From an optimization exercise on the open Yosys and OpenROAD flow, aimed at small area, a short achievable clock period and few clock cycles; shortcuts taken in it are not production practice. Where RTL was checked, it was by simulation tests only, not by an equivalence proof against the original. The RTL of run 1 was laid out without a check of its function. Power and IR drop assume default switching activity.

==> design/flow/config.mk <==
export PLATFORM = sky130hd
export DESIGN_NAME = buddy_memory_allocator
export DESIGN_NICKNAME = buddy_memory_allocator
export VERILOG_FILES = /design/flow/design.v
export SDC_FILE = /design/flow/constraint.sdc
export NUM_CORES = 4
export LEC_CHECK = 0
export CAP_MARGIN = 20
export CORE_MARGIN = 2
export CORE_UTILIZATION = 55
export PLACE_DENSITY = 0.65
export SLEW_MARGIN = 20
export TNS_END_PERCENT = 100
==> design/flow/constraint.sdc <==
create_clock -name core_clock -period 6.5 [get_ports {clk}]
set_input_delay 1.3000 -clock core_clock [delete_from_list [all_inputs] [get_ports {clk}]]
set_output_delay 1.3000 -clock core_clock [all_outputs]
set_load 0.01 [all_outputs]
==> design/flow/run.sh <==
#!/bin/bash
# synth_recipe.tcl (not shown) runs the flow's synth.tcl, then flattens the netlist and writes it again
# the make line also repeats each setting of config.mk as NAME=value (left out here)
make -C /OpenROAD-flow-scripts/flow DESIGN_CONFIG=/design/flow/config.mk WORK_HOME=/design/flow/orfs CLKGATE_MAP_FILE= SYNTH_SCRIPT=/design/flow/synth_recipe.tcl finish
==> design/flow/design.v <==
package bma_pkg;
	localparam int WORD_W = 32;
	localparam int BIT_W = 5;
	localparam int DEF_MAX_ORDER = 10;
	localparam logic [1:0] ST_OK = 2'd0;
	localparam logic [1:0] ST_NOSPACE = 2'd1;
	localparam logic [1:0] ST_BADSIZE = 2'd2;
	typedef logic [1:0] status_t;
	function automatic int rows_of(input int o, input int mo);
		int c;
		c = 1 << (mo - o);
		rows_of = (c > WORD_W) ? (c >> BIT_W) : 1;
	endfunction
	function automatic int row_base(input int o, input int mo);
		int s;
		s = 0;
		for (int q = 0; q < o; q++) begin
			s += rows_of(q, mo);
		end
		row_base = s;
	endfunction
	function automatic int map_rows(input int mo);
		map_rows = row_base(mo, mo) + 1;
	endfunction
endpackage
module bma_map_ram #(
	parameter int MO = 10,
	parameter int J = 0,
	parameter int BW = 5
) (
	input  logic              clk,
	input  logic              clr,        
	input  logic              act,        
	input  logic              r_type,     
	input  logic [MO-1:0]     r_a,
	input  logic [(1<<BW)-1:0] srow,      
	input  logic [(1<<BW)-1:0] scol,      
	input  logic [(1<<BW)-1:0] xlow,
	input  logic              xmore,
	input  logic              found,
	input  logic              osel,       
	input  logic              below,      
	input  logic              mclr,       
	input  logic              msel,       
	output logic              any,
	output logic [(1<<BW)-1:0] rd_o,
	output logic [(1<<BW)-1:0] first_o,
	output logic [MO-1:0]     fra,
	output logic              bfree
);
	localparam int W = 1 << BW;
	localparam int WL = (MO - J < BW) ? (MO - J) : BW;
	localparam int RL = (MO - J > BW) ? (MO - J - BW) : 0;
	localparam int WJ = 1 << WL;
	localparam int RJ = 1 << RL;
	function automatic logic [W-1:0] lowhot(input logic [W-1:0] x);
		logic [W-1:0] p;
		p = x;
		for (int s = 1; s < W; s = s * 2) begin
			p = p | (p << s);
		end
		lowhot = x & ~(p << 1);
	endfunction
	logic [RJ*WJ-1:0] mem_q;
	logic [RJ-1:0]    nz_q;       
	logic [RJ-1:0]    first;      
	logic [RJ-1:0]    arow;       
	logic [RJ-1:0]    rsel;
	logic [WJ-1:0]    rd;
	always_comb begin
		first = lowhot(nz_q);
		for (int r = 0; r < RJ; r++) begin
			arow[r] = ((r_a >> (J + WL)) == r);
		end
		rsel = r_type ? arow : first;
		rd = '0;
		fra = '0;
		for (int r = 0; r < RJ; r++) begin
			if (rsel[r]) begin
				rd = rd | mem_q[r*WJ +: WJ];
			end
			if (first[r]) begin
				fra = fra | (r << (J + WL));
			end
		end
		rd_o = rd;
		first_o = first;
	end
	assign any = |nz_q;
	logic [RJ-1:0] wsel;
	logic [WJ-1:0] clrm;
	logic [WJ-1:0] setm;
	logic [WJ-1:0] wdata;
	logic          wnz;
	logic          we;
	if (J < MO) begin : g_low
		logic [WL-1:0] pos;      
		logic [WJ-1:0] bhot;     
		logic [WJ-1:0] shot;     
		logic          bmore;    
		assign pos = r_a[J +: WL];
		always_comb begin
			shot = 1 << pos;
			bhot = 1 << (pos ^ 1'b1);
			bfree = |(rd & bhot);
			bmore = |(rd & ~bhot);
			we = 1'b0;
			wsel = arow;
			clrm = '0;
			setm = '0;
			wnz = 1'b1;
			if (!r_type) begin
				if (osel) begin
					we = 1'b1;
					wsel = first;
					clrm = xlow;
					wnz = xmore;
				end else if (below) begin
					we = found;
					wsel = (RL == 0) ? '1 : srow[RJ-1:0];
					setm = scol[WJ-1:0];
				end
			end else begin
				if (mclr) begin
					we = 1'b1;
					clrm = bhot;
					wnz = bmore;
				end else if (msel) begin
					we = 1'b1;
					setm = shot;
				end
			end
			wdata = (rd & ~clrm) | setm;
			if (clr) begin
				wsel = '1;
				wdata = '0;
				wnz = 1'b0;
			end
		end
	end else begin : g_top
		assign bfree = 1'b0;
		always_comb begin
			we = r_type ? msel : osel;
			wsel = '1;
			clrm = '0;
			setm = '0;
			wdata = r_type;
			wnz = r_type;
			if (clr) begin
				wdata = 1'b1;
				wnz = 1'b1;
			end
		end
	end
	logic wen;
	assign wen = (we && act) || clr;
	for (genvar r = 0; r < RJ; r++) begin : g_row
		always_ff @(posedge clk) begin
			if (wen && wsel[r]) begin
				mem_q[r*WJ +: WJ] <= wdata;
				nz_q[r] <= wnz;
			end
		end
	end
endmodule
module buddy_memory_allocator #(
	parameter int MAX_ORDER = bma_pkg::DEF_MAX_ORDER
) (
	input  logic                 clk,
	input  logic                 arst_n,
	input  logic                 req_valid,
	output logic                 req_ready,
	input  logic                 req_type,
	input  logic [MAX_ORDER:0]   req_size,
	input  logic [MAX_ORDER-1:0] free_address,
	output logic                 rsp_valid,
	input  logic                 rsp_ready,
	output logic [1:0]           status,
	output logic [MAX_ORDER-1:0] block_start,
	output logic [MAX_ORDER-1:0] block_end
);
	localparam int MO = MAX_ORDER;
	localparam int NL = MO + 1;
	localparam int BW = bma_pkg::BIT_W;
	localparam int W = 1 << BW;
	function automatic int wlog(input int j);
		wlog = (MO - j < BW) ? (MO - j) : BW;
	endfunction
	function automatic int rlog(input int j);
		rlog = (MO - j > BW) ? (MO - j - BW) : 0;
	endfunction
	function automatic logic [W-1:0] lowhot(input logic [W-1:0] x);
		logic [W-1:0] p;
		p = x;
		for (int s = 1; s < W; s = s * 2) begin
			p = p | (p << s);
		end
		lowhot = x & ~(p << 1);
	endfunction
	function automatic logic [BW-1:0] enc(input logic [W-1:0] h);
		logic [BW-1:0] e;
		e = '0;
		for (int b = 0; b < W; b++) begin
			if (h[b]) begin
				e = e | b;
			end
		end
		enc = e;
	endfunction
	function automatic logic [W-1:0] upfrom(input logic [W-1:0] x);
		logic [W-1:0] p;
		p = x;
		for (int s = 1; s < W; s = s * 2) begin
			p = p | (p << s);
		end
		upfrom = p;
	endfunction
	logic           clr_q;
	logic           r_valid;
	logic           r_type;
	logic           r_bad;
	logic [NL-1:0]  r_ge;      
	logic [NL-1:0]  r_fge;     
	logic [MO-1:0]  r_a;       
	logic           o_valid;
	logic [1:0]     o_status;
	logic [MO-1:0]  o_a;       
	logic [NL-1:0]  o_m;       
	logic go;
	logic proc;
	assign go = !o_valid || rsp_ready;
	assign proc = r_valid && go;
	assign req_ready = !r_valid || go;
	logic [NL-1:0]  in_ge;
	logic           in_bad;
	logic           lowz;
	always_comb begin
		for (int j = 0; j < NL; j++) begin
			lowz = 1'b1;
			for (int b = 0; b < j; b++) begin
				lowz = lowz && !req_size[b];
			end
			in_ge[j] = ((req_size >> (j + 1)) == '0) && (!req_size[j] || lowz);
		end
		in_bad = (req_size == '0) || !in_ge[MO];
	end
	always_ff @(posedge clk or negedge arst_n) begin
		if (!arst_n) begin
			clr_q <= 1'b1;
			r_valid <= 1'b0;
			o_valid <= 1'b0;
		end else begin
			clr_q <= 1'b0;
			if (req_ready) begin
				r_valid <= req_valid;
			end
			if (go) begin
				o_valid <= r_valid;
			end
		end
	end
	always_ff @(posedge clk) begin
		if (req_ready) begin
			r_type <= req_type;
			r_bad <= in_bad;
			r_ge <= in_ge;
			r_fge <= req_type ? in_ge : '0;
			r_a <= free_address & in_ge[MO-1:0];
		end
	end
	logic [NL-1:0]     lvl_any;     
	logic [NL*W-1:0]   lvl_rd;      
	logic [NL*W-1:0]   lvl_first;   
	logic [NL*MO-1:0]  lvl_fra;     
	logic [NL-1:0]     bfree;       
	logic [NL-1:0] cand;
	logic [NL-1:0] osel;          
	logic [NL-1:0] below;         
	logic          found;
	logic [W-1:0]  xrow;          
	logic [W-1:0]  xlow;          
	logic          xmore;         
	logic [MO-1:0] fa;
	always_comb begin
		cand = lvl_any & r_ge;
		osel = lowhot(cand);
		below = r_ge & ~upfrom(cand);
		found = |cand;
		xrow = '0;
		fa = '0;
		for (int j = 0; j < NL; j++) begin
			if (osel[j]) begin
				xrow = xrow | lvl_rd[j*W +: W];
			end
		end
		xlow = lowhot(xrow);
		xmore = |(xrow & ~xlow);
		for (int j = 0; j < NL; j++) begin
			if (osel[j]) begin
				fa = fa | lvl_fra[j*MO +: MO] | (enc(xlow) << j);
			end
		end
	end
	logic [NL-1:0] stop;
	logic [NL-1:0] msel;          
	logic [NL-1:0] mclr;          
	always_comb begin
		stop = r_ge & ~bfree;
		stop[MO] = 1'b1;
		msel = lowhot(stop);
		mclr = r_ge & ~upfrom(stop);
	end
	logic [NL*W-1:0] lvl_srow;
	logic [NL*W-1:0] lvl_scol;
	for (genvar j = 0; j < NL; j++) begin : g_split
		localparam int WLJ = wlog(j);
		logic [W-1:0] srow;
		logic [W-1:0] scol;
		logic [W-1:0] fro;
		logic         g;
		always_comb begin
			srow = '0;
			scol = '0;
			for (int o = j + 1; o < NL; o++) begin
				fro = lvl_first[o*W +: W];
				for (int rr = 0; rr < (1 << rlog(j)); rr++) begin
					g = 1'b0;
					if ((rr >> (wlog(o) + o - j - WLJ)) < (1 << rlog(o))) begin
						if (o - j < WLJ) begin
							for (int x = 0; x < (1 << (WLJ - o + j)); x++) begin
								g = g | xlow[((rr & ((1 << (wlog(o) + o - j - WLJ)) - 1)) << (WLJ - o + j)) + x];
							end
						end else if ((rr & ((1 << (o - j - WLJ)) - 1)) == 0) begin
							g = xlow[(rr & ((1 << (wlog(o) + o - j - WLJ)) - 1)) >> (o - j - WLJ)];
						end
						srow[rr] = srow[rr] | (osel[o] & fro[rr >> (wlog(o) + o - j - WLJ)] & g);
					end
				end
				if (o - j < WLJ) begin
					for (int y = 0; y < (1 << (WLJ - o + j)); y++) begin
						g = 1'b0;
						for (int k = 0; k < (1 << (wlog(o) - WLJ + o - j)); k++) begin
							g = g | xlow[y + (k << (WLJ - o + j))];
						end
						scol[(y << (o - j)) | 1] = scol[(y << (o - j)) | 1] | (osel[o] & g);
					end
				end else begin
					scol[1] = scol[1] | osel[o];
				end
			end
		end
		assign lvl_srow[j*W +: W] = srow;
		assign lvl_scol[j*W +: W] = scol;
	end
	for (genvar j = 0; j < NL; j++) begin : g_lvl
		logic [W-1:0] rd;
		logic [W-1:0] first;
		bma_map_ram #(
			.MO (MO),
			.J  (j),
			.BW (BW)
		) u_lvl (
			.clk    (clk),
			.clr    (clr_q),
			.act    (proc && !r_bad),
			.r_type (r_fge[j]),
			.r_a    (r_a),
			.srow   (lvl_srow[j*W +: W]),
			.scol   (lvl_scol[j*W +: W]),
			.xlow   (xlow),
			.xmore  (xmore),
			.found  (found),
			.osel   (osel[j]),
			.below  (below[j]),
			.mclr   (mclr[j]),
			.msel   (msel[j]),
			.any    (lvl_any[j]),
			.rd_o   (rd),
			.first_o(first),
			.fra    (lvl_fra[j*MO +: MO]),
			.bfree  (bfree[j])
		);
		assign lvl_rd[j*W +: W] = rd;
		assign lvl_first[j*W +: W] = first;
	end
	always_ff @(posedge clk) begin
		if (proc) begin
			o_status <= bma_pkg::ST_OK;
			o_a <= '0;
			o_m <= '1;
			if (r_bad) begin
				o_status <= bma_pkg::ST_BADSIZE;
			end else if (r_type) begin
				o_a <= r_a;
				o_m <= stop;
			end else if (found) begin
				o_a <= fa;
				o_m <= r_ge;
			end else begin
				o_status <= bma_pkg::ST_NOSPACE;
			end
		end
	end
	logic [MO-1:0] o_mask;
	assign o_mask = ~upfrom(o_m);
	assign rsp_valid = o_valid;
	assign status = o_status;
	assign block_start = o_a & ~o_mask;
	assign block_end = o_a | o_mask;
endmodule
==> results of run 1 <==
==> through the flow <==
stage,power (mW),std cells,util (%),instance area (µm²)
after CTS,38.8,13720,72.6,140000
after detailed placement,26.1,13282,68.0,131000
after global placement,25.9,13280,68.0,131000
after floorplan,20.7,8956,-,107000
==> Yosys cell counts (27+ instances only) <==
cell       instances  area [µm²]
and2_1            64         400
nand3_1          332        1660
a222oi_1         149        1490
edfxtp_1        2170       65200
nor2_1           571        2140
mux2i_1           33         330
a211o_1           28         245
or4_1             33         248
a211oi_1         134        1010
or2_2             50         313
buf_2             98         490
nor2b_1           47         294
and3_1           171        1070
and4_1            52         455
o21a_1            45         338
a22oi_1          527        3960
inv_1             68         255
clkbuf_1         496        1860
buf_1             48         180
a221oi_1         207        1810
o2111ai_1         31         272
o221ai_1          46         403
o211ai_1          51         383
o21ai_0          434        2170
nor3_1           197         986
a311oi_1          42         368
mux2_2            27         304
a221o_1           51         510
o22ai_1          117         732
nand2_1          810        3040
nand4_1          206        1290
a22o_1           162        1420
a21oi_1          445        2230
nand3b_1          36         270
nand2b_1          45         282
nor4_1           112         701
a32oi_1           57         499
a21o_1            48         360
or3_1             47         294
a2111oi_0         64         561
a31oi_1          108         676
a21boi_0          30         225
a32o_1            37         370
o31ai_1           36         270
==> worst max path at each step <==
stage,endpoint,slack (ps),cells after the start
4_1_cts,o_a[5]$_SDFFCE_PP0P_,-180,25
3_5_place_dp,g_lvl[0].u_lvl.mem_q[384]$_DFFE_PP_,-1190,25
3_3_place_gp,g_lvl[2].u_lvl.nz_q[5]$_DFFE_PP_,-1700,25
2_1_floorplan,g_lvl[0].u_lvl.mem_q[448]$_DFFE_PP_,2,18
==> power groups by stage <==
stage               clock, mW  sequential (mW)  combinational [mW]
floorplan                   0             17.8                2.96
global placement            0             18.1                7.87
detailed placement          0             18.1                7.94
CTS                      12.7             17.9                8.23
==> metal layers <==
metal / GRT overflow / global-route usage, %
met1: 2 / 76.2
met2: 262 / 89.5
met3: 9 / 56.3
met4: 149 / 70.1
met5: 1 / 20.3
==> cells by family after synthesis <==
family	count (synthesis)
buf+inv	739
fa+ha+maj	1
compound gates	3031
flops	2173
other cells	1
simple gates	2948
mux	63
==> timing repair <==
item	CTS
gates resized for setup	233
buffers inserted	45
pin swaps	41
endpoints found under the setup margin	3849
cloned	8
==> results.cfg, run 1 <==
[status]
outcome = aborted with a tool error
stop_stage = 5_1_grt
stop_error = [ERROR GRT-0116] Global routing finished with congestion. Check the congestion regions in the DRC Viewer.

[place]
dp_hpwl_um = 491000
routabilityCongestion = 1.40
io_buffers = 49
place_ws_ps = -1190

[floorplanning]
num_rows = 161
die_height_um = 443
pin_count = 50
initial_core_util_pct = 55.2
die_w_um = 443

[synthesis]
yosys.area_share.simple_pct = 14.3
ys_types = 116
synth-edff-count = 2170
synth-xor-area-share_pct = 0
ys_warn_count = 12
synth.yosys.seq_area_share_pct = 61.5
synth_adder_area_share_pct = 0.00943
ys.flop_type = edfxtp_1
synth_area_um2 = 106000
ys_ff_latch = 2173
synth_compound_area_share_pct = 20.7
muxShareOfSynthArea_pct = 0.661
synth_top_family_by_area = compound AO/OA/AOI/OAI gates
synth_cells = 8956
synth_nets = 8982
async_flop_share_pct = 0.138
synth.avg_cell_area_um2 = 11.8

[clock_tree]
h-tree-depth = 4
cts_root_buf = clkbuf_16
cts_buffer_depth = 3
cts_hold_buf = 0
clkSinkCount = 2173
numCtsBuffers = 210

[global_routing]
overflow = 423
grt_pass1_wl_um = 997000
grt_usage_pct = 73.2
grt_pass1_vias = 116278
grt_max_degree = 96
==> run 2: changes to the inputs <==
--- a/design/flow/design.v
+++ b/design/flow/design.v
@@ -33,10 +33,9 @@
 	input  logic              act,        
 	input  logic              r_type,     
 	input  logic [MO-1:0]     r_a,
+	input  logic [(1<<BW)-1:0] r_arow,    
 	input  logic [(1<<BW)-1:0] srow,      
 	input  logic [(1<<BW)-1:0] scol,      
-	input  logic [(1<<BW)-1:0] xlow,
-	input  logic              xmore,
 	input  logic              found,
 	input  logic              osel,       
 	input  logic              below,      
@@ -45,6 +44,7 @@
 	output logic              any,
 	output logic [(1<<BW)-1:0] rd_o,
 	output logic [(1<<BW)-1:0] first_o,
+	output logic [(1<<BW)-1:0] xlow_o,     
 	output logic [MO-1:0]     fra,
 	output logic              bfree
 );
@@ -67,11 +67,10 @@
 	logic [RJ-1:0]    arow;       
 	logic [RJ-1:0]    rsel;
 	logic [WJ-1:0]    rd;
+	logic [WJ-1:0]    xlow;       
+	logic             xmore;      
 	always_comb begin
-		first = lowhot(nz_q);
-		for (int r = 0; r < RJ; r++) begin
-			arow[r] = ((r_a >> (J + WL)) == r);
-		end
+		arow = (RL == 0) ? '1 : r_arow[RJ-1:0];
 		rsel = r_type ? arow : first;
 		rd = '0;
 		fra = '0;
@@ -84,9 +83,21 @@
 			end
 		end
 		rd_o = rd;
+		xlow = lowhot(rd);
+		xmore = |(rd & ~xlow);
+		xlow_o = xlow;
 		first_o = first;
 	end
 	assign any = |nz_q;
+	logic [RJ-1:0] sr;           
+	logic          a_first;      
+	logic [RJ-1:0] fr_a;         
+	logic [RJ-1:0] wfr;
+	always_comb begin
+		sr = lowhot(nz_q & ~first);
+		a_first = |(arow & first);
+		fr_a = lowhot(first | arow);
+	end
 	logic [RJ-1:0] wsel;
 	logic [WJ-1:0] clrm;
 	logic [WJ-1:0] setm;
@@ -109,22 +120,26 @@
 			clrm = '0;
 			setm = '0;
 			wnz = 1'b1;
+			wfr = fr_a;
 			if (!r_type) begin
 				if (osel) begin
 					we = 1'b1;
 					wsel = first;
 					clrm = xlow;
 					wnz = xmore;
+					wfr = xmore ? first : sr;
 				end else if (below) begin
 					we = found;
 					wsel = (RL == 0) ? '1 : srow[RJ-1:0];
 					setm = scol[WJ-1:0];
+					wfr = wsel;
 				end
 			end else begin
 				if (mclr) begin
 					we = 1'b1;
 					clrm = bhot;
 					wnz = bmore;
+					wfr = (bmore || !a_first) ? first : sr;
 				end else if (msel) begin
 					we = 1'b1;
 					setm = shot;
@@ -135,10 +150,12 @@
 				wsel = '1;
 				wdata = '0;
 				wnz = 1'b0;
+				wfr = '0;
 			end
 		end
 	end else begin : g_top
 		assign bfree = 1'b0;
+		assign wfr = '0;
 		always_comb begin
 			we = r_type ? msel : osel;
 			wsel = '1;
@@ -162,6 +179,15 @@
 			end
 		end
 	end
+	if (RJ > 1) begin : g_fr
+		always_ff @(posedge clk) begin
+			if (wen) begin
+				first <= wfr;
+			end
+		end
+	end else begin : g_fr1
+		assign first = nz_q;
+	end
 endmodule
 module buddy_memory_allocator #(
 	parameter int MAX_ORDER = bma_pkg::DEF_MAX_ORDER
@@ -222,6 +248,7 @@
 	logic [NL-1:0]  r_ge;      
 	logic [NL-1:0]  r_fge;     
 	logic [MO-1:0]  r_a;       
+	logic [NL*W-1:0] r_arow;   
 	logic           o_valid;
 	logic [1:0]     o_status;
 	logic [MO-1:0]  o_a;       
@@ -234,6 +261,7 @@
 	logic [NL-1:0]  in_ge;
 	logic           in_bad;
 	logic           lowz;
+	logic [NL*W-1:0] in_arow;
 	always_comb begin
 		for (int j = 0; j < NL; j++) begin
 			lowz = 1'b1;
@@ -243,6 +271,12 @@
 			in_ge[j] = ((req_size >> (j + 1)) == '0) && (!req_size[j] || lowz);
 		end
 		in_bad = (req_size == '0) || !in_ge[MO];
+		in_arow = '0;
+		for (int j = 0; j < NL; j++) begin
+			for (int r = 0; r < (1 << rlog(j)); r++) begin
+				in_arow[j*W + r] = (((free_address & in_ge[MO-1:0]) >> (j + wlog(j))) == r);
+			end
+		end
 	end
 	always_ff @(posedge clk or negedge arst_n) begin
 		if (!arst_n) begin
@@ -266,6 +300,7 @@
 			r_ge <= in_ge;
 			r_fge <= req_type ? in_ge : '0;
 			r_a <= free_address & in_ge[MO-1:0];
+			r_arow <= in_arow;
 		end
 	end
 	logic [NL-1:0]     lvl_any;     
@@ -277,27 +312,17 @@
 	logic [NL-1:0] osel;          
 	logic [NL-1:0] below;         
 	logic          found;
-	logic [W-1:0]  xrow;          
-	logic [W-1:0]  xlow;          
-	logic          xmore;         
+	logic [NL*W-1:0] lvl_xlow;    
 	logic [MO-1:0] fa;
 	always_comb begin
 		cand = lvl_any & r_ge;
 		osel = lowhot(cand);
 		below = r_ge & ~upfrom(cand);
 		found = |cand;
-		xrow = '0;
 		fa = '0;
 		for (int j = 0; j < NL; j++) begin
 			if (osel[j]) begin
-				xrow = xrow | lvl_rd[j*W +: W];
-			end
-		end
-		xlow = lowhot(xrow);
-		xmore = |(xrow & ~xlow);
-		for (int j = 0; j < NL; j++) begin
-			if (osel[j]) begin
-				fa = fa | lvl_fra[j*MO +: MO] | (enc(xlow) << j);
+				fa = fa | lvl_fra[j*MO +: MO] | (enc(lvl_xlow[j*W +: W]) << j);
 			end
 		end
 	end
@@ -317,12 +342,14 @@
 		logic [W-1:0] srow;
 		logic [W-1:0] scol;
 		logic [W-1:0] fro;
+		logic [W-1:0] xlow;
 		logic         g;
 		always_comb begin
 			srow = '0;
 			scol = '0;
 			for (int o = j + 1; o < NL; o++) begin
 				fro = lvl_first[o*W +: W];
+				xlow = lvl_xlow[o*W +: W];
 				for (int rr = 0; rr < (1 << rlog(j)); rr++) begin
 					g = 1'b0;
 					if ((rr >> (wlog(o) + o - j - WLJ)) < (1 << rlog(o))) begin
@@ -365,10 +392,9 @@
 			.act    (proc && !r_bad),
 			.r_type (r_fge[j]),
 			.r_a    (r_a),
+			.r_arow (r_arow[j*W +: W]),
 			.srow   (lvl_srow[j*W +: W]),
 			.scol   (lvl_scol[j*W +: W]),
-			.xlow   (xlow),
-			.xmore  (xmore),
 			.found  (found),
 			.osel   (osel[j]),
 			.below  (below[j]),
@@ -377,6 +403,7 @@
 			.any    (lvl_any[j]),
 			.rd_o   (rd),
 			.first_o(first),
+			.xlow_o (lvl_xlow[j*W +: W]),
 			.fra    (lvl_fra[j*MO +: MO]),
 			.bfree  (bfree[j])
 		);
--- a/design/flow/config.mk
+++ b/design/flow/config.mk
@@ -7,7 +7,8 @@
 export LEC_CHECK = 0
 export CAP_MARGIN = 20
 export CORE_MARGIN = 2
-export CORE_UTILIZATION = 55
-export PLACE_DENSITY = 0.65
+export CORE_UTILIZATION = 50
+export PLACE_DENSITY = 0.6
+export SETUP_SLACK_MARGIN = 0.4
 export SLEW_MARGIN = 20
 export TNS_END_PERCENT = 100
==> results.cfg, run 2 <==
[floorplanning]
pin_count = 50
die_w_um = 472
dieArea_um2 = 223000
die_height_um = 472
initial_core_util_pct = 50.4
num_rows = 171
core_area_um2 = 218000

[finish]
largest_register_ffs = 2046
fillCellCount = 17332
fin_nets = 9562
syn2layout_area_growth_pct = 16.5
largestRegisters = g_lvl.u_lvl.mem_q: 2046 flops, g_lvl.u_lvl.nz_q: 68 flops
regMostFlops = g_lvl.u_lvl.mem_q
layout_commonest_cell = edfxtp_1
fin_util_pct = 58.7
drive_above_1_share_pct = 16.2
final_cell_mix = edfxtp_1 (2293), nand2_1 (884), a22oi_1 (777)

[synthesis]
synth_common_cells = edfxtp_1 (2293), nand2_1 (888), a22oi_1 (777), nor2_1 (673), a21oi_1 (419)
synth_cells = 9003
yosysMostFrequentCell = edfxtp_1
synth.yosys.seq_area_share_pct = 62.9
synth-edff-count = 2293
yosys.area.top_type_share_pct = 62.8
async_flop_share_pct = 0.131
ys.flop_type = edfxtp_1
synth_nets = 9029
yosys-top-cells-area = edfxtp_1 (63%), a22oi_1 (5.3%), nand2_1 (3.0%)
ys_ff_latch = 2296
synth_area_um2 = 110000
ys_warn_count = 12
ys_types = 115
post-synth-top-area-cell = edfxtp_1
synth.avg_cell_area_um2 = 12.2

[place]
routabilityCongestion = 1.07
place_ws_ps = 318
io_buffers = 49
dp_hpwl_um = 354000

[power_and_ir_drop]
power_density_nw_per_um2 = 302
leakage_nw = 43.2
peakVddDrop_mv = 0.364
total_power_mw = 38.6

[timing]
whs_ps = 505
setup_viol = 0
slew_headroom_pct = 13.7
finClkSkew_ps = 106
grt_setup_unrepaired = false
final_min_period_over_clock_period_pct = 94.4
fin_setup_tns_ps = 0
final_max_slew_viol_count = 0
worst_slack_ps = 364
hold_viol = 0
min_period_ps = 6140
max_freq_mhz = 163
worst_pin_slew_ps = 1290

[detailed_routing]
finalWirelength_um = 511000
post_drt_wl_per_cell_um = 40.6
viasPerCell = 7.53
vias = 94845
ant_nets = 0
drtIter0Drc = 18039
drcViolationCount = 0
dr.pass1.iters = 7

[flow_run]
maxCapViolCount = 0

[critical_path]
crit_path_cell_trace = buf_4 -> nand2b_1 -> buf_12 -> nor2_1 -> a22oi_1 -> nand2_1 -> nor3_1 -> o21ai_0 -> nand4_1 -> nor3_1 -> a32oi_1 -> o21ai_0
crit_path_end_kind = register
ff2ff_setup_slack_ps = 360
path_max_fanout = 22
crit_required_ps = 7010
start_kind = register
crit_slowest_cell = o21ai_0
critical_path_class = reg2reg
slowest_delay_ps = 880
worstPathArrival_ps = 6650

[clock_tree]
cts_hold_buf = 0
cts_tree = built
cts_root_buf = clkbuf_16
path_clk_slew_ps = 60
clk_latency_ps = 940
cts_buffer_depth = 3
clkSinkCount = 2296
h-tree-depth = 4
cts_resized = 0
numCtsBuffers = 230

[global_routing]
grt_pass1_vias = 88478
grtUsageMet2_pct = 62.6
overflow = 0
use_met3_pct = 13.6
grt_max_degree = 123
grt_pass1_wl_um = 701000
use_met1_pct = 62.1
busiest_layer = met2
antenna_found_initial = 19
grt_usage_pct = 44.6

[min_path]
hold_class = reg2reg

[status]
outcome = complete, no violations
==> run 2: per-stage QoR <==
| step | instances | instance area (µm²) |
|---|---|---|
| 6_report | 12596 | 128000 |
| 3_3_place_gp | 12150 | 120000 |
| 5_1_grt | 12588 | 128000 |
| 2_1_floorplan | 9003 | 110000 |
| 3_5_place_dp | 12150 | 120000 |
| 4_1_cts | 12581 | 128000 |
==> run 2: kinds of logic (layout without fill, tap and decap cells) <==
family          Yosys count  count (layout)  share of synthesized area, %
simple gates           2912            2912                          13.3
compound gates         2907            2907                          19.3
flops                  2296            2296                          62.9
buf+inv                 744            1472                          2.98
mux                     125             125                          1.36
fa+ha+maj                18              18                         0.164
other cells               1              12                       0.00342
==> run 2: worst paths after layout <==
| check | startpoint | end | cells past startpoint |
|---|---|---|---|
| hold / removal | r_valid$_DFFE_PN0P_ | o_valid$_DFFE_PN0N_ | 1 |
| max in group asynchronous | arst_n | clr_q$_DFF_PN1_ | 1 |
| hold reg to reg | r_valid$_DFFE_PN0P_ | o_valid$_DFFE_PN0N_ | 1 |
| setup / recovery | r_a[6]$_DFFE_PP_ | g_lvl[9].u_lvl.mem_q[1]$_SDFFCE_PP0P_ | 12 |
| min in group asynchronous | arst_n | o_valid$_DFFE_PN0N_ | 1 |
| setup reg to reg | r_a[6]$_DFFE_PP_ | g_lvl[9].u_lvl.mem_q[1]$_SDFFCE_PP0P_ | 12 |
==> run 2: report_power, final <==
| part | internal (mW) | leakage (nW) | switching [mW] |
|---|---|---|---|
| sequential | 17.8 | 22.4 | 0.553 |
| combinational | 1.87 | 17.1 | 4.86 |
| clock | 7.58 | 3.67 | 5.97 |
==> run 2: layer usage <==
| layer | share of wire, % | vias to the layer above |
|---|---|---|
| met1 | 37 | 46858 |
| li1 | - | 37541 |
| met2 | 41 | 8827 |
| met5 | 0.0051 | - |
| met4 | 6.6 | 4 |
| met3 | 15 | 1615 |
==> run 2: worst max-delay path, delay by kind of cell, from the launching register on <==
| kind | cells | cell delay (ps) |
|---|---|---|
| AO/OA/AOI/OAI | 4 | 1650 |
| AND/OR/NAND/NOR | 6 | 2760 |
| flip-flops | 1 | 450 |
| buffers and inverters | 2 | 850 |
==> run 2: cell type report <==
cell class                      instances  area [µm²]  area share [%]
Multi-Input combinational cell       5963       38500            30.1
Inverter                              121         457           0.358
Antenna cell                           11        27.5          0.0215
Sequential cell                      2296       68900            54.0
Tap cell                             2854        3570            2.80
Clock inverter                        151        1750            1.37
Clock buffer                          276        5930            4.64
Timing Repair Buffer                  924        8580            6.71
==> run 2: timing repair <==
item | 4_1_cts | 5_1_grt
buffers inserted | 4 | 3
setup endpoints to repair | 105 | 245
cloned | 0 | 0
pin swaps | 1 | 0
Testbench counts of run 2, summed over its fixed seeds: cycles 8,016.
==> run 3: changes to the inputs <==
--- a/design/flow/design.v
+++ b/design/flow/design.v
@@ -257,7 +257,7 @@
 	logic proc;
 	assign go = !o_valid || rsp_ready;
 	assign proc = r_valid && go;
-	assign req_ready = !r_valid || go;
+	assign req_ready = !clr_q && (!r_valid || go);
 	logic [NL-1:0]  in_ge;
 	logic           in_bad;
 	logic           lowz;
==> results.cfg, run 3 <==
[critical_path]
start_kind = register
critPathLaunch = r_fge[3]$_SDFFCE_PN0P_
critical_path_class = reg2reg
crit-reg2reg-launch = r_fge[3]$_SDFFCE_PN0P_
crit_required_ps = 7060
path_max_fanout = 32
crit_path_end_kind = register
worstPathArrival_ps = 6640

[place]
dpl_cell_area_um2 = 121000
post-place-cells = 12357
io_buffers = 49
place_ws_ps = -53.6
routabilityCongestion = 1.07
dp_hpwl_um = 358000

[clock_tree]
clk_latency_ps = 980
cts_root_buf = clkbuf_16
clkSinkCount = 2296
cts_hold_buf = 0
numCtsBuffers = 227
cts_tree = built
h-tree-depth = 4
cts_buffer_depth = 3
path_clk_slew_ps = 60

[synthesis]
synth.avg_cell_area_um2 = 12.0
ys_types = 100
synth-edff-count = 2293
yosys-top-cells-area = edfxtp_1 (63%), a22oi_1 (5.4%), nand2_1 (3.1%)
post-synth-top-area-cell = edfxtp_1
synth.yosys.seq_area_share_pct = 63.3
yosysMostFrequentCell = edfxtp_1
synth_cells = 9101
synth_area_um2 = 109000
synth_common_cells = edfxtp_1 (2293), nand2_1 (906), a22oi_1 (782), nor2_1 (720), a21oi_1 (515)
ys_warn_count = 12
async_flop_share_pct = 0.131
ys.flop_type = edfxtp_1
ys_ff_latch = 2296
synth_nets = 9127
yosys.area.top_type_share_pct = 63.2

[detailed_routing]
ant_nets = 0
viasPerCell = 7.53
post_drt_wl_per_cell_um = 40.8
vias = 96554
dr.pass1.iters = 9
drtIter0Drc = 17085
drcViolationCount = 0
finalWirelength_um = 524000

[timing]
final_max_slew_viol_count = 0
hold_viol = 0
slew_headroom_pct = 17.1
max_freq_mhz = 164
min_period_ps = 6080
final_min_period_over_clock_period_pct = 93.6
worst_pin_slew_ps = 1230
fin_setup_tns_ps = 0
grt_setup_unrepaired = false
worst_slack_ps = 419
whs_ps = 582
finClkSkew_ps = 149
setup_viol = 0

[finish]
largestRegisters = g_lvl.u_lvl.mem_q: 2046 flops, g_lvl.u_lvl.nz_q: 68 flops
drive_above_1_share_pct = 16.7
fin_util_pct = 59.4
regMostFlops = g_lvl.u_lvl.mem_q
fin_nets = 9797
fin_cells = 12824
layout_commonest_cell = edfxtp_1
design_area_um2 = 129000
final_cell_mix = edfxtp_1 (2293), nand2_1 (906), buf_4 (837)
syn2layout_area_growth_pct = 18.3
largest_register_ffs = 2046

[global_routing]
grt_pass1_wl_um = 720000
antenna_found_initial = 22
grt_usage_pct = 46.0
grt_max_degree = 75
overflow = 0
grt_pass1_vias = 90801

[floorplanning]
dieArea_um2 = 222000
die_w_um = 471
initial_core_util_pct = 50.2
core_area_um2 = 217000
num_rows = 171
pin_count = 50
die_height_um = 471

[power_and_ir_drop]
power.share.sequential_pct = 47.4
power_density_nw_per_um2 = 304
switching_power_mw = 11.6
total_power_mw = 39.2
p_int_mw = 27.5
combPwrFrac_pct = 17.8
peakVddDrop_mv = 0.344
p_clk_share_pct = 34.8
leakage_nw = 43.5
p_sw_share_pct = 29.7

[min_path]
worstHoldStart = r_valid$_DFFE_PN0P_
hold_class = reg2reg

[status]
outcome = complete, no violations

[flow_run]
maxCapViolCount = 0
## run 3: final timing paths
kind,endpoint,slack [ps],cells past startpoint
worst min-delay path,o_valid$_DFFE_PN0N_,580,1
worst min register to register,o_valid$_DFFE_PN0N_,580,1
worst max register to register,g_lvl[1].u_lvl.mem_q[492]$_DFFE_PP_,420,15
min in group asynchronous,r_valid$_DFFE_PN0P_,620,1
max in group asynchronous,clr_q$_DFF_PN1_,5650,1
worst max-delay path,g_lvl[1].u_lvl.mem_q[492]$_DFFE_PP_,420,15
## run 3: timing repair
action,in CTS,in global routing
resized for setup,9,39
pin swaps,1,7
setup endpoints to repair,1494,700
setup buffers,3,33
gates cloned,0,0
## run 3: cell families after synthesis
kind of cell / synth area share [%]
compound gates: 19.5
fa+ha+maj: 0.0919
buf+inv: 2.69
flops: 63.3
mux: 1.25
other cells: 0.00344
simple gates: 13.2
## run 3: final cells by class
class                      count  area [µm²]
timing repair buffer        1048        9980
tap                         2854        3570
clock buffer                 269        5840
fill                       17011       88100
sequential                  2296       68900
inverter                     103         388
clock inverter               148        1840
antenna                       11        27.5
multi-input combinational   6095       38300
## run 3: worst max-delay path: stages (launching register included)
cell and delay [ps]:
edfxtp_1 710, mux2_4 540, a22oi_1 260, nand2_1 210, nor4_2 510, buf_4 250, nand4_1 160, buf_4 220
nor4_1 530, a32oi_1 130, buf_4 240, o221ai_1 510, a311oi_1 250, a211o_1 400, a21oi_4 480, buf_12 300
## run 3: layer usage
metal	global-route usage (%)	routed length, µm	up-vias
met5	0	107	-
met4	30.5	43800	16
met3	12.3	69600	2125
met2	69.4	228000	8893
met1	58.5	182000	47520
li1	-	-	38000
## run 3: power by group through the flow
stage	logic, mW	registers [mW]	clock network (mW)
floorplan	3.24	18.6	0
global placement	6.49	18.8	0
detailed placement	6.54	18.8	0
CTS	6.59	18.5	13.6
global route	7.09	18.6	14.1
finish	6.98	18.6	13.6
Testbench counts of run 3, summed over its fixed seeds: cycles 8,024.
==> run 4: changes to the inputs <==
--- a/design/flow/config.mk
+++ b/design/flow/config.mk
@@ -5,10 +5,12 @@
 export SDC_FILE = /design/flow/constraint.sdc
 export NUM_CORES = 4
 export LEC_CHECK = 0
-export CAP_MARGIN = 20
+export CAP_MARGIN = 10
 export CORE_MARGIN = 2
 export CORE_UTILIZATION = 50
+export CTS_BUF_LIST = sky130_fd_sc_hd__clkbuf_8
+export CTS_CLUSTER_SIZE = 24
 export PLACE_DENSITY = 0.6
 export SETUP_SLACK_MARGIN = 0.4
-export SLEW_MARGIN = 20
+export SLEW_MARGIN = 10
 export TNS_END_PERCENT = 100
==> results.cfg, run 4 <==
[finish]
final_cell_mix = edfxtp_1 (2293), nand2_1 (906), buf_4 (820)
fillCellCount = 17399
layout_commonest_cell = edfxtp_1
regMostFlops = g_lvl.u_lvl.mem_q
largestRegisters = g_lvl.u_lvl.mem_q: 2046 flops, g_lvl.u_lvl.nz_q: 68 flops
largest_register_ffs = 2046
fin_nets = 9921
syn2layout_area_growth_pct = 17.0
drive_above_1_share_pct = 17.1
fin_cells = 13007

[synthesis]
ys_ff_latch = 2296
yosysMostFrequentCell = edfxtp_1
ys_types = 100
yosys.area_share.simple_pct = 13.2
synth-edff-count = 2293
synth_compound_area_share_pct = 19.5
synth_common_cells = edfxtp_1 (2293), nand2_1 (906), a22oi_1 (782), nor2_1 (720), a21oi_1 (515)
synth_nets = 9127
synth_cells = 9101
synth-xor-area-share_pct = 0
ys_warn_count = 12
ys.flop_type = edfxtp_1
post-synth-top-area-cell = edfxtp_1
yosys-top-cells-area = edfxtp_1 (63%), a22oi_1 (5.4%), nand2_1 (3.1%)
yosys.area.top_type_share_pct = 63.2
synth_adder_area_share_pct = 0.0919
synth.yosys.seq_area_share_pct = 63.3
synth.avg_cell_area_um2 = 12.0
async_flop_share_pct = 0.131
synth_top_family_by_area = compound AO/OA/AOI/OAI gates
synth_area_um2 = 109000
muxShareOfSynthArea_pct = 1.25

[timing]
grt_setup_unrepaired = false
fin_setup_tns_ps = 0
min_period_ps = 6230
final_min_period_over_clock_period_pct = 95.9
finClkSkew_ps = 190
setup_viol = 0
final_max_slew_viol_count = 0
slew_headroom_pct = 0.317
hold_viol = 0
max_freq_mhz = 160
worst_pin_slew_ps = 1500

[min_path]
hold_class = in2async

[critical_path]
critical_path_class = reg2reg
timing.critical_path.mode_cell = buf_4
crit_slowest_cell = edfxtp_1
path_max_fanout = 15
crit_path_cell_trace = nor2b_1 -> buf_4 -> nand2_1 -> nor2_1 -> o21ai_0 -> o311ai_0 -> nor4_1 -> nand4_1 -> buf_4 -> o2111ai_2 -> buf_4 -> nor3b_1 -> buf_12 -> nand2_1 -> nor2_1 -> a221o_1
start_kind = register
slowest_delay_ps = 970
ff2ff_setup_slack_ps = 270
crit_path_end_kind = register
worstPathArrival_ps = 7170
reg2reg_to = g_lvl[6].u_lvl.mem_q[11]$_SDFFCE_PP0P_
crit_required_ps = 7430
crit-reg2reg-launch = r_a[4]$_DFFE_PP_
r2r_cells = 16

[clock_tree]
numCtsBuffers = 374
cts_tree = built
clk_latency_ps = 1190
cts_root_buf = clkbuf_8
clkSinkCount = 2296
cts_hold_buf = 0
path_clk_slew_ps = 60
cts_buffer_depth = 4
h-tree-depth = 5

[power_and_ir_drop]
leakage_nw = 43.5
peakVddDrop_mv = 0.314
power_density_nw_per_um2 = 291

[global_routing]
antenna_found_initial = 21
grt_usage_pct = 45.9
grt_pass1_vias = 91327
grt_pass1_wl_um = 718000
overflow = 0
grt_max_degree = 75

[place]
routabilityCongestion = 1.07
io_buffers = 49
dp_hpwl_um = 357000
post-place-cells = 12358

[detailed_routing]
vias = 96516
post_drt_wl_per_cell_um = 40.1
viasPerCell = 7.42
ant_nets = 0
finalWirelength_um = 522000
dr.pass1.iters = 14
drtIter0Drc = 17374
drcViolationCount = 0

[floorplanning]
initial_core_util_pct = 50.2
die_height_um = 471
num_rows = 171
die_w_um = 471
dieArea_um2 = 222000
core_area_um2 = 217000
pin_count = 50

[status]
so_faults = max-capacitance violations
outcome = failed layout checks

[flow_run]
maxCapViolCount = 1
run 4: what timing repair did:
item,in CTS,in global routing
pin swaps,2,3
gates cloned,0,0
endpoints found under the setup margin,1097,391
setup buffers,5,9
gates resized for setup,10,25
run 4: cell families (layout without fill, tap and decap cells):
family | Yosys count | in the layout
other | 1 | 8
and+or+nand+nor | 2966 | 2966
AOI/OAI and AO/OA | 2998 | 2998
muxes | 120 | 120
DFF | 2296 | 2296
buffers and inverters | 710 | 1755
adders and majority gates | 10 | 10
run 4: critical path, delay by kind of cell (launching register included):
family,cells,cell delay (ps)
compound gates,4,1130
buf+inv,4,1000
flops,1,970
simple gates,8,2940
run 4: per-stage QoR:
stage	cell area [µm²]	power [mW]	worst slack, ps	hold WS, ps	util [%]
global placement	121000	25.3	3.06	547	55.5
CTS	127000	36.7	420	363	58.6
global route	127000	37.9	393	409	58.7
detailed placement	121000	25.4	-65.1	552	55.5
floorplan	109000	21.8	404	424	-
finish	127000	37.1	268	424	58.7
run 4: how the worst max path moves through the flow:
stage                                 startpoint                                endpoint  slack [ps]
after floorplan           r_fge[0]$_SDFFCE_PN0P_       g_lvl[3].u_lvl.mem_q[0]$_DFFE_PP_         400
after global placement    r_fge[1]$_SDFFCE_PN0P_     g_lvl[0].u_lvl.mem_q[163]$_DFFE_PP_           3
after CTS                 r_fge[0]$_SDFFCE_PN0P_  g_lvl[0].u_lvl.first[26]$_SDFFCE_PP0P_         420
after detailed placement  r_fge[1]$_SDFFCE_PN0P_     g_lvl[0].u_lvl.mem_q[191]$_DFFE_PP_         -70
final                           r_a[4]$_DFFE_PP_  g_lvl[6].u_lvl.mem_q[11]$_SDFFCE_PP0P_         270
after global routing      r_fge[1]$_SDFFCE_PN0P_     g_lvl[2].u_lvl.mem_q[114]$_DFFE_PP_         390
run 4: metal layers:
| metal | up-vias | global-route usage, % | part of all wire [%] |
|---|---|---|---|
| met5 | - | 0 | 0.020 |
| met4 | 18 | 31.7 | 8.7 |
| met3 | 2208 | 13.0 | 13 |
| met2 | 8883 | 68.3 | 43 |
| met1 | 47124 | 58.1 | 35 |
| li1 | 38283 | - | - |
run 4: power breakdown:
group	internal [mW]	switching [mW]	leakage (nW)
clock	5.81	5.82	3.73
sequential	17.9	0.619	22.4
combinational	1.99	4.94	17.4
run 4: final cells by class:
cell class	instances	area [µm²]	area share (%)
antenna	7	17.5	0.0137
clock buffer	378	5200	4.08
clock inverter	249	1360	1.06
inverter	103	388	0.304
multi-input combinational	6095	38200	30.0
sequential	2296	68900	54.1
tap	2854	3570	2.80
timing repair buffer	1025	9760	7.66
==> run 5: changes to the inputs <==
--- a/design/flow/design.v
+++ b/design/flow/design.v
@@ -34,6 +34,9 @@
 	input  logic              r_type,     
 	input  logic [MO-1:0]     r_a,
 	input  logic [(1<<BW)-1:0] r_arow,    
+	input  logic              ld,         
+	input  logic              in_fge,     
+	input  logic [(1<<BW)-1:0] in_arow,   
 	input  logic [(1<<BW)-1:0] srow,      
 	input  logic [(1<<BW)-1:0] scol,      
 	input  logic              found,
@@ -66,12 +69,13 @@
 	logic [RJ-1:0]    first;      
 	logic [RJ-1:0]    arow;       
 	logic [RJ-1:0]    rsel;
+	logic [RJ-1:0]    rsel_q;     
 	logic [WJ-1:0]    rd;
 	logic [WJ-1:0]    xlow;       
 	logic             xmore;      
 	always_comb begin
 		arow = (RL == 0) ? '1 : r_arow[RJ-1:0];
-		rsel = r_type ? arow : first;
+		rsel = (RL == 0) ? '1 : rsel_q;
 		rd = '0;
 		fra = '0;
 		for (int r = 0; r < RJ; r++) begin
@@ -185,6 +189,13 @@
 				first <= wfr;
 			end
 		end
+		always_ff @(posedge clk) begin
+			if (ld) begin
+				rsel_q <= in_fge ? in_arow[RJ-1:0] : (wen ? wfr : first);
+			end else begin
+				rsel_q <= r_type ? arow : (wen ? wfr : first);
+			end
+		end
 	end else begin : g_fr1
 		assign first = nz_q;
 	end
@@ -257,7 +268,7 @@
 	logic proc;
 	assign go = !o_valid || rsp_ready;
 	assign proc = r_valid && go;
-	assign req_ready = !clr_q && (!r_valid || go);
+	assign req_ready = !r_valid || go;
 	logic [NL-1:0]  in_ge;
 	logic           in_bad;
 	logic           lowz;
@@ -274,7 +285,7 @@
 		in_arow = '0;
 		for (int j = 0; j < NL; j++) begin
 			for (int r = 0; r < (1 << rlog(j)); r++) begin
-				in_arow[j*W + r] = (((free_address & in_ge[MO-1:0]) >> (j + wlog(j))) == r);
+				in_arow[j*W + r] = ((free_address >> (j + wlog(j))) == r);
 			end
 		end
 	end
@@ -393,6 +404,9 @@
 			.r_type (r_fge[j]),
 			.r_a    (r_a),
 			.r_arow (r_arow[j*W +: W]),
+			.ld     (req_ready),
+			.in_fge (req_type && in_ge[j]),
+			.in_arow(in_arow[j*W +: W]),
 			.srow   (lvl_srow[j*W +: W]),
 			.scol   (lvl_scol[j*W +: W]),
 			.found  (found),
==> design/flow/config.mk (replaced) <==
export PLATFORM = sky130hd
export DESIGN_NAME = buddy_memory_allocator
export DESIGN_NICKNAME = buddy_memory_allocator
export VERILOG_FILES = /design/flow/design.v
export SDC_FILE = /design/flow/constraint.sdc
export NUM_CORES = 4
export LEC_CHECK = 0
export CAP_MARGIN = 20
export CORE_MARGIN = 2
export CORE_UTILIZATION = 50
export PLACE_DENSITY = 0.6
export SETUP_SLACK_MARGIN = 0.4
export SLEW_MARGIN = 20
export TNS_END_PERCENT = 100
==> results.cfg, run 5 <==
[status]
outcome = complete, no violations

[critical_path]
path_max_fanout = 25
crit_required_ps = 7030
crit-reg2reg-launch = g_lvl[0].u_lvl.nz_q[9]$_DFFE_PP_
crit_path_end_kind = register
cp.depth = 12
ff2ff_setup_slack_ps = 280
crit_path_cell_trace = nor4_1 -> nand4_1 -> o21a_2 -> nor3_2 -> buf_4 -> nand2_1 -> o21ai_0 -> a31oi_1 -> nor2_1 -> a211oi_1 -> o21ai_4 -> buf_12
crit_path_end = g_lvl[0].u_lvl.mem_q[726]$_DFFE_PP_
reg2reg_to = g_lvl[0].u_lvl.mem_q[726]$_DFFE_PP_
r2r_cells = 12
start_kind = register
worstPathArrival_ps = 6750
slowest_delay_ps = 990
cpLargestDelayFamily = compound AO/OA/AOI/OAI gates
critical_path_class = reg2reg
crit_slowest_cell = o21ai_0
critPathLaunch = g_lvl[0].u_lvl.nz_q[9]$_DFFE_PP_
crit_buf_inv = 2

[floorplanning]
pin_count = 50
dieArea_um2 = 229000
core_area_um2 = 224000
num_rows = 174
die_height_um = 478
die_w_um = 478
initial_core_util_pct = 50.1

[synthesis]
synth_cells = 9477
yosys-top-cells-area = edfxtp_1 (60%), a22oi_1 (5.6%), nand2_1 (2.3%)
yosysMostFrequentCell = edfxtp_1
synth.avg_cell_area_um2 = 11.9
synth_area_um2 = 112000
synth_nets = 9503
ys_types = 115
ys_warn_count = 12
ys.flop_type = edfxtp_1
synth_common_cells = edfxtp_1 (2232), a22oi_1 (835), nand2_1 (691), nor2_1 (655), clkbuf_1 (553)
yosys.area.top_type_share_pct = 59.6
post-synth-top-area-cell = edfxtp_1
synth.yosys.seq_area_share_pct = 61.9
ys_ff_latch = 2359
synth-edff-count = 2232
async_flop_share_pct = 0.127

[timing]
worst_pin_slew_ps = 1300
hold_viol = 0
finClkSkew_ps = 126
whs_ps = 480
setup_viol = 0
grt_setup_unrepaired = true
min_period_ps = 6220
final_min_period_over_clock_period_pct = 95.6
slew_headroom_pct = 12.7
fin_setup_tns_ps = 0
max_freq_mhz = 161
final_max_slew_viol_count = 0

[finish]
largestRegisters = g_lvl.u_lvl.mem_q: 2046 flops, g_lvl.u_lvl.nz_q: 68 flops
largest_register_ffs = 2046
layout_commonest_cell = edfxtp_1
regMostFlops = g_lvl.u_lvl.mem_q
drive_above_1_share_pct = 15.8
syn2layout_area_growth_pct = 16.1
fin_nets = 9896
design_area_um2 = 131000
fin_cells = 13082
final_cell_mix = edfxtp_1 (2232), a22oi_1 (835), buf_4 (744)

[global_routing]
overflow = 0
grt_max_degree = 106
grt_pass1_vias = 93991
grt_usage_pct = 47.2
grt_pass1_wl_um = 760000
antenna_found_initial = 26

[place]
dp_hpwl_um = 392000
io_buffers = 49
routabilityCongestion = 1.13
post-place-cells = 12625
dpl_cell_area_um2 = 122000

[clock_tree]
clk_latency_ps = 960
clkSinkCount = 2359
path_clk_slew_ps = 70
numCtsBuffers = 232
cts_root_buf = clkbuf_16
cts_setup_buffers = 0
h-tree-depth = 4
cts_buffer_depth = 3
cts_tree = built

[detailed_routing]
viasPerCell = 7.68
finalWirelength_um = 556000
post_drt_wl_per_cell_um = 42.5
drcViolationCount = 0
dr.pass1.iters = 11
vias = 100429
ant_nets = 0
drtIter0Drc = 19684

[min_path]
hold_class = reg2reg

[power_and_ir_drop]
leakage_nw = 43.9
power_density_nw_per_um2 = 330
total_power_mw = 43.1
peakVddDrop_mv = 0.325

[flow_run]
maxCapViolCount = 0
## run 5: cell types whose count changed in the layout (fill, tap and decap cells not counted), sizes merged, moves of 50 or more
cell	before	now
nand4	207	268
mux2	75	25
a22oi	782	843
nand2	906	692
edfxtp	2293	2232
inv	206	104
nor2	722	658
dfxtp	0	124
nand3	198	250
clkbuf	378	287
buf	976	831
## run 5: cell type report
class / instances / area [µm²]
fillers: 18180 / 93700
flip-flops and latches: 2359 / 69700
multi-input cells: 6290 / 40700
repair buffers: 881 / 7800
clock buffers: 286 / 6150
well taps: 2992 / 3740
clock inverters: 154 / 2020
inverters: 106 / 405
diodes: 14 / 35.0
## run 5: cell families (layout without fill, tap and decap cells)
family / Yosys count / in the layout / synth area share (%)
xor gates and xnor gates: 1 / 1 / 0.00779
DFF: 2359 / 2359 / 61.9
muxes: 76 / 76 / 0.727
adders and majority gates: 15 / 15 / 0.134
other: 1 / 15 / 0.00334
buffers and inverters: 828 / 1427 / 3.03
and+or+nand+nor: 2966 / 2966 / 13.7
AOI/OAI and AO/OA: 3231 / 3231 / 20.6
## run 5: worst reg2reg max path, delay by kind of cell, from the launching register on
kind	cells	cell delay, ps
compound gates	5	2480
simple gates	5	2180
buf+inv	2	600
flops	1	470
## run 5: worst min-delay path by stage
stage / startpoint / to / slack (ps) / cells past startpoint
final: r_valid$_DFFE_PN0N_ / o_valid$_DFFE_PN0P_ / 480 / 1
after floorplan: r_valid$_DFFE_PN0N_ / o_valid$_DFFE_PN0P_ / 440 / 1
after global placement: r_valid$_DFFE_PN0N_ / o_valid$_DFFE_PN0P_ / 450 / 1
after global routing: r_valid$_DFFE_PN0N_ / o_valid$_DFFE_PN0P_ / 520 / 1
after detailed placement: r_valid$_DFFE_PN0N_ / o_valid$_DFFE_PN0P_ / 470 / 1
after CTS: r_valid$_DFFE_PN0N_ / o_valid$_DFFE_PN0P_ / 480 / 1
## run 5: power by group
group,internal (mW),leakage [nW],switching [mW]
Clock,8.15,3.95,6.22
Combinational,2.24,16.4,6.21
Sequential,19.2,23.6,1.03
Total,29.6,43.9,13.5
## run 5: layer usage
layer	vias up	GRT usage (%)	share of wire, %
met3	2379	15.5	14
met1	49236	59.3	34
met4	38	30.9	8.5
met5	-	1.18	0.13
li1	39329	-	-
met2	9447	69.7	43
## run 5: metrics by stage
step                worst slack (ps)  util, %
global placement                 128     54.5
CTS                              411     58.1
detailed placement               518     54.5
floorplan                        429        -
global route                     318     58.2
finish                           284     58.2
## run 5: what timing repair did
item,CTS,global route
resized for setup,0,10
setup endpoints to repair,0,264
hold buffers,0,0
Testbench counts of run 5, summed over its fixed seeds: cycles 8,016.
==> run 6: changes to the inputs <==
--- a/design/flow/design.v
+++ b/design/flow/design.v
@@ -33,7 +33,6 @@
 	input  logic              act,        
 	input  logic              r_type,     
 	input  logic [MO-1:0]     r_a,
-	input  logic [(1<<BW)-1:0] r_arow,    
 	input  logic              ld,         
 	input  logic              in_fge,     
 	input  logic [(1<<BW)-1:0] in_arow,   
@@ -74,7 +73,9 @@
 	logic [WJ-1:0]    xlow;       
 	logic             xmore;      
 	always_comb begin
-		arow = (RL == 0) ? '1 : r_arow[RJ-1:0];
+		for (int r = 0; r < RJ; r++) begin
+			arow[r] = ((r_a >> (J + WL)) == r);
+		end
 		rsel = (RL == 0) ? '1 : rsel_q;
 		rd = '0;
 		fra = '0;
@@ -259,7 +260,6 @@
 	logic [NL-1:0]  r_ge;      
 	logic [NL-1:0]  r_fge;     
 	logic [MO-1:0]  r_a;       
-	logic [NL*W-1:0] r_arow;   
 	logic           o_valid;
 	logic [1:0]     o_status;
 	logic [MO-1:0]  o_a;       
@@ -268,7 +268,7 @@
 	logic proc;
 	assign go = !o_valid || rsp_ready;
 	assign proc = r_valid && go;
-	assign req_ready = !r_valid || go;
+	assign req_ready = !clr_q && (!r_valid || go);
 	logic [NL-1:0]  in_ge;
 	logic           in_bad;
 	logic           lowz;
@@ -311,7 +311,6 @@
 			r_ge <= in_ge;
 			r_fge <= req_type ? in_ge : '0;
 			r_a <= free_address & in_ge[MO-1:0];
-			r_arow <= in_arow;
 		end
 	end
 	logic [NL-1:0]     lvl_any;     
@@ -403,7 +402,6 @@
 			.act    (proc && !r_bad),
 			.r_type (r_fge[j]),
 			.r_a    (r_a),
-			.r_arow (r_arow[j*W +: W]),
 			.ld     (req_ready),
 			.in_fge (req_type && in_ge[j]),
 			.in_arow(in_arow[j*W +: W]),
--- a/design/flow/config.mk
+++ b/design/flow/config.mk
@@ -7,8 +7,8 @@
 export LEC_CHECK = 0
 export CAP_MARGIN = 20
 export CORE_MARGIN = 2
-export CORE_UTILIZATION = 50
-export PLACE_DENSITY = 0.6
+export CORE_UTILIZATION = 42
+export PLACE_DENSITY = 0.55
 export SETUP_SLACK_MARGIN = 0.4
 export SLEW_MARGIN = 20
 export TNS_END_PERCENT = 100
==> results.cfg, run 6 <==
[place]
dpl_cell_area_um2 = 122000
io_buffers = 49
dp_hpwl_um = 419000
routabilityCongestion = 1.08
place_ws_ps = 356
post-place-cells = 13129

[floorplanning]
dieArea_um2 = 264000
core_area_um2 = 259000
die_height_um = 513
initial_core_util_pct = 42.1
die_w_um = 513
pin_count = 50
num_rows = 187

[finish]
fin_cells = 13610
register_area_um2 = 67800
fillCellCount = 22836
fin_nets = 9999
syn2layout_area_growth_pct = 19.3
layout_commonest_cell = edfxtp_1
multi_input_area_um2 = 39200
drive_above_1_share_pct = 17.3
largestRegisters = g_lvl.u_lvl.mem_q: 2046 flops, g_lvl.u_lvl.nz_q: 68 flops
regMostFlops = g_lvl.u_lvl.mem_q
largest_register_ffs = 2046
final_cell_mix = edfxtp_1 (2170), buf_4 (939), a22oi_1 (848)
design_area_um2 = 130000

[critical_path]
crit_path_end_kind = register
crit-reg2reg-launch = r_a[5]$_DFFE_PP_
worstPathArrival_ps = 6940
reg2reg_to = g_lvl[4].u_lvl.mem_q[60]$_DFFE_PP_
path_max_fanout = 14
start_kind = register
critical_path_class = reg2reg
ff2ff_setup_slack_ps = 150
crit_required_ps = 7090
r2r_cells = 15

[synthesis]
ys.flop_type = edfxtp_1
synth_nets = 9334
yosysMostFrequentCell = edfxtp_1
ys_warn_count = 12
yosys.area.top_type_share_pct = 59.8
ys_types = 94
ys_ff_latch = 2297
synth-edff-count = 2170
synth.avg_cell_area_um2 = 11.7
synth_cells = 9308
yosys-top-cells-area = edfxtp_1 (60%), a22oi_1 (5.8%), nor2_1 (2.5%)
async_flop_share_pct = 0.131
synth.yosys.seq_area_share_pct = 62.1
synth_area_um2 = 109000
synth_common_cells = edfxtp_1 (2170), a22oi_1 (848), nor2_1 (722), nand2_1 (719), clkbuf_1 (616)
post-synth-top-area-cell = edfxtp_1

[global_routing]
overflow = 0
grt_usage_pct = 43.1
grt_pass1_wl_um = 790000
grt_max_degree = 138
antenna_found_initial = 54
grt_pass1_vias = 91959

[detailed_routing]
ant_nets = 0
drcViolationCount = 0
viasPerCell = 7.29
dr.pass1.iters = 8
drtIter0Drc = 17740
vias = 99255
finalWirelength_um = 586000
post_drt_wl_per_cell_um = 43.1

[flow_run]
maxCapViolCount = 0

[clock_tree]
cts_buffer_depth = 4
cts_hold_buf = 0
cts_root_buf = clkbuf_16
cts_tree = built
h-tree-depth = 4
clkSinkCount = 2297
path_clk_slew_ps = 60
clk_latency_ps = 970
numCtsBuffers = 244

[timing]
hold_viol = 0
grt_setup_unrepaired = false
min_period_ps = 6350
slew_headroom_pct = 14.5
worst_slack_ps = 147
fin_setup_tns_ps = 0
final_max_slew_viol_count = 0
final_min_period_over_clock_period_pct = 97.7
max_freq_mhz = 157
worst_pin_slew_ps = 1280
finClkSkew_ps = 164
setup_viol = 0

[power_and_ir_drop]
peakVddDrop_mv = 0.323
power_density_nw_per_um2 = 317
leakage_nw = 43.8

[min_path]
worstHoldStart = o_valid$_DFFE_PN0N_
hold_class = reg2reg
holdPathStages = 2
hold_end = o_valid$_DFFE_PN0N_

[status]
outcome = complete, no violations
==> run 6: cell count changes in the layout (fill, tap and decap cells not counted), moves of 32 or more <==
cell | before | now
a211oi_1 | 75 | 113
o21ai_0 | 342 | 392
buf_12 | 85 | 151
nor2_1 | 629 | 685
a221oi_1 | 215 | 251
nand3_1 | 248 | 208
a32oi_1 | 59 | 27
buf_4 | 744 | 939
edfxtp_1 | 2232 | 2170
==> run 6: kinds of logic (layout without fill, tap and decap cells) <==
| logic type | after synthesis | count (layout) | share of synthesized area [%] |
|---|---|---|---|
| compound gates | 3235 | 3235 | 21.0 |
| fa+ha+maj | 15 | 15 | 0.138 |
| buf+inv | 819 | 1678 | 2.89 |
| flops | 2297 | 2297 | 62.1 |
| mux | 78 | 78 | 0.765 |
| other cells | 1 | 42 | 0.00344 |
| simple gates | 2863 | 2863 | 13.1 |
==> run 6: worst max-delay path by stage <==
stage | startpoint | endpoint | slack, ps | cells after the start
after floorplan | g_lvl[1].u_lvl.rsel_q[12]$_DFF_P_ | g_lvl[0].u_lvl.mem_q[288]$_DFFE_PP_ | 420 | 14
after global placement | g_lvl[1].u_lvl.rsel_q[0]$_DFF_P_ | g_lvl[1].u_lvl.rsel_q[12]$_DFF_P_ | 180 | 14
after detailed placement | g_lvl[1].u_lvl.rsel_q[0]$_DFF_P_ | g_lvl[1].u_lvl.rsel_q[8]$_DFF_P_ | 360 | 14
after CTS | g_lvl[0].u_lvl.rsel_q[26]$_DFF_P_ | g_lvl[2].u_lvl.mem_q[141]$_DFFE_PP_ | 480 | 17
after global routing | g_lvl[0].u_lvl.rsel_q[1]$_DFF_P_ | g_lvl[3].u_lvl.mem_q[127]$_DFFE_PP_ | 430 | 19
final | r_a[5]$_DFFE_PP_ | g_lvl[4].u_lvl.mem_q[60]$_DFFE_PP_ | 150 | 15
==> run 6: final cells by class <==
class | instances | area share [%]
sequential | 2297 | 52.1
clock inverter | 143 | 1.11
antenna | 41 | 0.0789
inverter | 99 | 0.290
timing repair buffer | 1139 | 8.12
multi-input combinational | 6192 | 30.1
clock buffer | 297 | 4.88
tap | 3402 | 3.27
==> run 6: worst max-delay path, cell delays in order (launching register included) <==
cell and delay (ps):
edfxtp_1 990, nand2_1 820, nor3_1 800, a221oi_1 270
nand4_1 200, a211o_1 130, buf_4 210, o2111ai_1 160
buf_4 190, buf_4 140, nor3b_1 600, and3_1 750
nand2_1 120, a32oi_1 400, buf_4 180, nor2_1 40
==> run 6: timing repair <==
action	4_1_cts	5_1_grt
buffers inserted	0	0
setup endpoints to repair	3	585
gates resized for setup	1	9
==> run 6: report_power, final <==
| group | internal [mW] | switching (mW) |
|---|---|---|
| Clock | 7.87 | 6.02 |
| Combinational | 2.27 | 5.59 |
| Sequential | 18.5 | 0.974 |
==> run 6: per-stage QoR <==
step           hold slack (ps)  total power, mW  utilization [%]
2_1_floorplan              479             22.7                -
3_3_place_gp               521             27.2             47.2
3_5_place_dp               535             27.2             47.2
4_1_cts                    548             40.9             50.2
5_1_grt                    593             42.1             50.2
6_report                   547             41.2             50.3
==> run 6: metal layers <==
layer  wire (µm)  up-vias  global-route usage, %  part of all wire (%)
li1            -    39014                      -                     -
met1      233000    50045                   61.6                    40
met2      237000     8632                   59.7                    40
met3       81900     1532                   12.9                    14
met4       33300       32                   20.2                   5.7
met5         217        -                      0                 0.037
Testbench counts of run 6, summed over its fixed seeds: cycles 8,024.

-- port drivers added, routing unchanged --
How much do the figures lean on ideal ports? The routed layouts below were timed once more, with nothing changed but the port constraints. Step 1 assumes that a clkbuf_16 drives the clock port and a buf_2 every other input. Step 2 adds t to the input delays and takes it off the output delays; t is the mean of the earliest and latest rising clock arrival at the registers after step 1. Input paths then give back, and output paths get back, about the clock's delay inside the block. a / b / c = no drivers / after step 1 / after step 2; a / b = the first two.
run | t (ns) | setup WS [ns] | hold WS [ns] | slew at the worst register clock pin (ns)
run 2 | 0.979 | 0.364 / 0.364 / 0.067 | 0.505 / 0.505 / 0.505 | 0.07 / 0.07
run 3 | 1.003 | 0.419 / 0.419 / 0.419 | 0.582 / 0.557 / 0.582 | 0.07 / 0.07
run 4 | 1.186 | 0.268 / 0.268 / 0.268 | 0.424 / 0.365 / 0.571 | 0.08 / 0.08
run 5 | 1.008 | 0.284 / 0.284 / 0.284 | 0.480 / 0.480 / 0.480 | 0.08 / 0.08
run 6 | 0.992 | 0.147 / 0.147 / 0.147 | 0.547 / 0.547 / 0.547 | 0.08 / 0.08
For run 2, which loses most, drivers alone change the setup slack by 0.000 ns; drivers and shift together by -0.297 ns.
